What follows belongs to an exercise in optimizing a design on an open flow for small area and a short achievable clock period; a production flow would make more cautious choices. In this exercise RTL edits were held to simulation tests only and were not proved equivalent to the original. Power figures rest on the tool's default switching activity, not on a simulated workload.

==> flow/design.v (excerpt) <==
module joltage_select_sum #(
  parameter int MAX_K = 12,
  parameter int VAL_W = 40,
  parameter int SUM_W = 64,
  parameter int CNT_W = 32,
  localparam int KW   = $clog2(MAX_K+1)
)(
  input  logic             clk,
  input  logic             rst_n,
  input  logic [KW-1:0]    k_sel,
  input  logic [3:0]       in_digit,
  input  logic             in_last,
  input  logic             in_valid,
  output logic             in_ready,
  input  logic             sum_clr,
  output logic             line_valid,
  output logic [VAL_W-1:0] line_value,
  output logic             line_short,
  output logic [SUM_W-1:0] sum_out,
  output logic [CNT_W-1:0] lines_done,
  output logic [2:0]       error
);
Size in the first run: roughly 1,700 cells after synthesis, ~230 flip-flops, ~160 I/O pins, roughly 0.017 sq mm of cells after synthesis.
Settings: LEC_CHECK=0, CAP_MARGIN=20, CORE_MARGIN=2, CORE_UTILIZATION=55, SETUP_SLACK_MARGIN=4.1, SLEW_MARGIN=20; clock period 9.0 ns.
standard.sh (not shown) runs the stock make flow with config.mk's settings and CLKGATE_MAP_FILE= SYNTH_SCRIPT=/design/flow/synth_recipe.tcl, a recipe that flattens the netlist after the stock synthesis.
==> flow/flow/run.sh <==
#!/bin/bash
set -euo pipefail
export BUFFER_PORTS_ARGS="-buffer_cell sky130_fd_sc_hd__buf_1"
export CTS_ARGS="-sink_clustering_enable -repair_clock_nets -dont_use_dummy_load -sink_clustering_size 32 -sink_clustering_max_diameter 120"
bash standard.sh finish > standard_flow.log 2>&1
Edit:
==> flow/flow/run.sh (replaced) <==
#!/bin/bash
set -euo pipefail
export BUFFER_PORTS_ARGS="-buffer_cell sky130_fd_sc_hd__buf_1"
export CTS_ARGS="-sink_clustering_enable -repair_clock_nets -dont_use_dummy_load"
bash standard.sh finish > standard_flow.log 2>&1
SETUP_SLACK_MARGIN = 3.8   (was 4.1)
Effect: Cell area hardly moves; via count hardly moves; total power increases by 7.6%; first-iteration DRC count drops by 22%; final cell count is higher by 0.45%; combinational power is lower by about 4%.
Edit:
==> flow/flow/run.sh (replaced) <==
#!/bin/bash
set -euo pipefail
export BUFFER_PORTS_ARGS="-buffer_cell sky130_fd_sc_hd__buf_1"
export CTS_ARGS="-sink_clustering_enable -repair_clock_nets -dont_use_dummy_load -sink_clustering_size 24 -sink_clustering_max_diameter 100"
bash standard.sh finish > standard_flow.log 2>&1
SETUP_SLACK_MARGIN = 4.1   (was 3.8)
Combinational power came out higher by about 4%.
Cell count hardly moves.
Maximum frequency came out higher by 6.8%.
Critical path depth came out lower by 3.
Setup slack improved by 0.32 ns.
Die area does not change.
Cell area came out higher by 0.33%.
Count of clock-buffer cells in the layout came out lower by 13.
Via count hardly moves.
Wire length came out higher by 1.3%.

---

joltage_select_sum again, from the RTL that the note above started with.
Settings: LEC_CHECK=0, CAP_MARGIN=20, CORE_MARGIN=2, CORE_UTILIZATION=60, SETUP_SLACK_MARGIN=4.1, SLEW_MARGIN=20; clock period 9.0 ns.
==> flow/flow/run.sh <==
#!/bin/bash
set -euo pipefail
export BUFFER_PORTS_ARGS="-buffer_cell sky130_fd_sc_hd__buf_1"
export CTS_ARGS="-sink_clustering_enable -repair_clock_nets -dont_use_dummy_load -sink_clustering_size 24 -sink_clustering_max_diameter 100"
bash standard.sh finish > standard_flow.log 2>&1
The starting point ran to the end with no violations.
Rerun with:
CORE_UTILIZATION = 55   (was 60)
Outcome: The new run went through all stages and came out clean; worst setup slack is better by 0.066 ns; utilization falls by 5.1 points; wire length increases slightly; first-iteration DRC count came out lower by a little under a tenth; sequential power hardly moves; via count decreases slightly.

---

Another version of the RTL of joltage_select_sum (not shown whole).
Size: ~230 flip-flops, roughly 160 I/O pins, ~17000 um2 of cells after synthesis.
clock: 9.0 ns
lec_check: 0
cap_margin: 20
core_margin: 2
core_utilization: 55
setup_slack_margin: 4.0
slew_margin: 20
Scripts as last shown in full above: flow/flow/run.sh
==> next run, changes <==
- SETUP_SLACK_MARGIN: 4.0 -> 4.1
The changed run completed without violations.
Core utilization increases by 0.52 points.
Synthesized cell count is unchanged.
Via count goes up slightly.
Power is higher slightly.
Die area is unchanged.
Wire length went up slightly.
Worst setup slack improves by 38 ps.
==> next run, changes <==
- SETUP_SLACK_MARGIN: 4.1 -> 4.3
The new run ran to the end with no violations; synthesized cell count stays the same; hold slack improves by 13 ps; wire length rose by 0.90%; combinational power climbs by about 3%; sequential cell count does not change; final cell count rose by 1.4%; clock-buffer cell count stays the same; clock power is about the same; global-route usage falls by 0.19 points; design area rises by 2.6%; die area is unchanged.

---

RTL: one of the versions met above, not the one the previous note started from.
Size: ~1,700 cells after synthesis, ~230 flip-flops, about 160 I/O pins, about 17,000 um2 of cells after synthesis.
export LEC_CHECK = 0
export CAP_MARGIN = 20
export CORE_MARGIN = 2
export CORE_UTILIZATION = 55
export GPL_ROUTABILITY_DRIVEN = 0
export SETUP_SLACK_MARGIN = 4.1
export SLEW_MARGIN = 20
create_clock -name core_clock -period 9.0 [get_ports {clk}]
Scripts as last shown in full above: flow/flow/run.sh
==> next run, changes <==
==> flow/flow/run.sh (replaced) <==
#!/bin/bash
set -euo pipefail
export BUFFER_PORTS_ARGS="-buffer_cell sky130_fd_sc_hd__buf_1"
export CTS_ARGS="-sink_clustering_enable -repair_clock_nets -dont_use_dummy_load"
bash standard.sh finish > standard_flow.log 2>&1
- GPL_ROUTABILITY_DRIVEN: 0 -> unset
- SETUP_SLACK_MARGIN: 4.1 -> 4.4
Outcome:
- hold slack barely changes
- cell count rose by about 3.6%
- wire length grows by 5.7%
- synthesized area is unchanged
- power increases by 12%
- sequential cell count does not change
- via count increases by about 3%
==> next run, changes <==
- SETUP_SLACK_MARGIN: 4.4 -> 4.1
Result:
- worst setup slack gets worse by 0.074 ns
- utilization drops by 3.0 points
- cell area went down by 4.6%
- maximum frequency goes down by about 1.6%
- power went down by 2.5%
- synthesized area is unchanged
- non-clock buffer count came out lower by 53
- via count shrinks by 2.5%
- die area is unchanged
- critical path depth went up by 3
- clock skew came out lower by 0.0074 ns
==> next run, changes <==
==> flow/flow/run.sh (replaced) <==
#!/bin/bash
set -euo pipefail
export BUFFER_PORTS_ARGS="-buffer_cell sky130_fd_sc_hd__buf_1"
export CTS_ARGS="-sink_clustering_enable -repair_clock_nets -dont_use_dummy_load -sink_clustering_size 24 -sink_clustering_max_diameter 100"
bash standard.sh finish > standard_flow.log 2>&1
- SETUP_SLACK_MARGIN: 4.1 -> 4.3
What happened: The changed run passed the timing, design-rule and antenna checks. Power went down by 6.5%. Synthesized cell count does not change. Cell area is about the same. Clock-buffer cell count fell by 13. Sequential power barely changes. Synthesized area does not change.

---

Setup of run K:
Another version of the RTL of joltage_select_sum (not shown whole).
Size: about 1,900 cells after synthesis, ~250 flip-flops, roughly 0.019 sq mm of cells after synthesis.
==> flow/design.v (excerpt) <==
module joltage_select_sum #(
  parameter int MAX_K = 12,
  parameter int VAL_W = 40,
  parameter int SUM_W = 64,
  parameter int CNT_W = 32,
  localparam int KW   = $clog2(MAX_K+1)
)(
  input  logic             clk,
  input  logic             rst_n,
  input  logic [KW-1:0]    k_sel,
  input  logic [3:0]       in_digit,
  input  logic             in_last,
  input  logic             in_valid,
  output logic             in_ready,
  input  logic             sum_clr,
  output logic             line_valid,
  output logic [VAL_W-1:0] line_value,
  output logic             line_short,
  output logic [SUM_W-1:0] sum_out,
  output logic [CNT_W-1:0] lines_done,
  output logic [2:0]       error
);
export LEC_CHECK = 0
export CAP_MARGIN = 20
export CORE_MARGIN = 2
export CORE_UTILIZATION = 65
export PLACE_DENSITY = 0.75
export SETUP_SLACK_MARGIN = 4.0
export SLEW_MARGIN = 20
create_clock -name core_clock -period 9.0 [get_ports {clk}]
==> flow/flow/run.sh <==
#!/bin/bash
set -euo pipefail
export BUFFER_PORTS_ARGS="-buffer_cell sky130_fd_sc_hd__buf_1"
export CTS_ARGS="-sink_clustering_enable -repair_clock_nets -dont_use_dummy_load"
bash standard.sh finish > standard_flow.log 2>&1
No stage failed in run K, and the final checks on the layout all came back clean.
[inputs] run M vs run K
- CORE_UTILIZATION: 65 -> 55
- CTS_BUF_LIST: unset -> sky130_fd_sc_hd__clkbuf_4
- PLACE_DENSITY: 0.75 -> unset
==> flow/flow/run.sh <==
#!/bin/bash
set -euo pipefail
export BUFFER_PORTS_ARGS="-buffer_cell sky130_fd_sc_hd__buf_1"
bash standard.sh finish > standard_flow.log 2>&1
Notes after the runs:
- Diff run K -> run M | wire length reported by the detailed router | up slightly
- When the final numbers for run K and run M were put side by side, the maximum fanout along the worst path turned out to be smaller in run K.
- Comparing run M against run K, there is no change at all in clock sink total.
- Number of setup buffers added after CTS sits higher in run M than in run K.

---

Setup of oak:
joltage_select_sum, a different RTL version from the one above (not shown whole).
Size in the first run: about 1800 cells after synthesis, ~250 flip-flops.
clock: 9.0 ns
lec_check: 0
cap_margin: 20
core_margin: 2
core_utilization: 55
slew_margin: 20
run.sh (not shown) runs the stock make flow with config.mk's settings and CLKGATE_MAP_FILE= SYNTH_SCRIPT=/design/flow/synth_recipe.tcl, a recipe that flattens the netlist after the stock synthesis.
Stock flow here: none of the scripts above is used.
What pine does differently from oak at the input level:
- setting SETUP_SLACK_MARGIN to 3.5 for the first time
- pine vs. oak: post-layout minimum cycle time dropped 970 ps; total of clock buffers placed in the layout dropped 13%; number of buffers inserted during clock tree synthesis dropped 1; first-pass GRT wire length climbed 0.83%.
- oak -> pine: area after synthesis delta 0, exact match
- oak ended up with sky130_fd_sc_hd__clkdlybuf4s50_1 as its library cell contributing the largest single delay on the critical path; pine ended up with sky130_fd_sc_hd__or3b_4.
- Final cycle utilization of the critical path (pine over oak): decrease, 11 points
- Compared with oak, in pine cell count picked up an extra 3.9%; total of buffers placed on input and output ports neither gained nor lost much.
Here is what was changed in the inputs of birch compared with pine.
- a change of SETUP_SLACK_MARGIN from 3.5 to 4.5
--- outcome ---
birch vs pine: power density normalized to cell area down in birch
On tightest hold margin: between birch and pine, it ends up lower for birch.
Summary — critical-path maximum fanout, birch relative to pine: lower, by 1.
STATUS cell area: birch loses against pine
pine has a lower synthesis-to-layout area growth than birch.
birch vs pine — total power consumption of the routed design dropped slightly
Wire length (pine / birch): 0.905
birch reports its critical path capture point as line_value[31] while pine reports line_value[39].
birch vs pine — worst setup slack rose 5.6 ps.
pine has higher clock share of power than birch.

static timing again, ports no longer ideal:
In the flow no input, the clock included, has a driving cell. The finished layouts below were timed again as built, in two steps.
Step 1 sets driving cells, clkbuf_16 on the clock port and buf_2 on the other inputs (assumed; they add their load-dependent delay and slew).
Step 2 times the ports against the registers' clock, not the clock port: input delays grow and output delays shrink by t, the midpoint of the rising clock arrivals with the driver on.
Slacks: no drivers / after step 1 / after step 2; pairs: no drivers / after step 1.
run	shift t [ns]	slack for setup (ns)	hold slack, ns	worst data-port slew with drivers (ns)	pins driven straight from the clock port
the first run of note 1	0.528	4.252 / 4.221 / 3.826	0.505 / 0.505 / 0.505	0.03	1
the second run of note 1	0.574	3.929 / 3.929 / 3.497	0.494 / 0.494 / 0.494	0.04	1
the third run of note 1	0.538	4.252 / 4.198 / 3.834	0.498 / 0.498 / 0.498	0.03	1
the first run of note 2	0.530	4.187 / 4.151 / 3.790	0.508 / 0.508 / 0.508	0.03	1
the second run of note 2	0.538	4.252 / 4.198 / 3.834	0.498 / 0.498 / 0.498	0.03	1
the first run of note 3	0.526	4.184 / 4.146 / 3.717	0.497 / 0.497 / 0.497	0.03	1
the second run of note 3	0.524	4.222 / 4.184 / 3.840	0.496 / 0.496 / 0.496	0.03	1
the third run of note 3	0.536	4.286 / 4.233 / 3.993	0.509 / 0.509 / 0.509	0.03	1
the first run of note 4	0.530	4.170 / 4.170 / 3.789	0.510 / 0.510 / 0.510	0.03	1
the second run of note 4	0.579	4.336 / 4.282 / 4.026	0.509 / 0.509 / 0.509	0.03	1
the third run of note 4	0.582	4.262 / 4.258 / 3.752	0.496 / 0.496 / 0.496	0.03	1
the fourth run of note 4	0.526	4.367 / 4.316 / 3.950	0.507 / 0.507 / 0.507	0.05	1
run K	0.579	3.913 / 3.866 / 4.145	0.492 / 0.492 / 0.492	0.04	1
run M	0.786	3.804 / 3.755 / 4.223	0.491 / 0.491 / 0.491	0.05	1
oak	0.599	1.853 / 1.799 / 2.398	0.472 / 0.472 / 0.472	0.04	1
pine	0.595	2.821 / 2.768 / 3.159	0.479 / 0.479 / 0.479	0.03	1
birch	0.601	2.827 / 2.772 / 3.147	0.469 / 0.469 / 0.469	0.06	1
After both steps setup and hold are still met in every run listed. The setup slack of the third run of note 4, which loses most, moves by -0.004 ns with the drivers and by -0.510 ns with both steps.
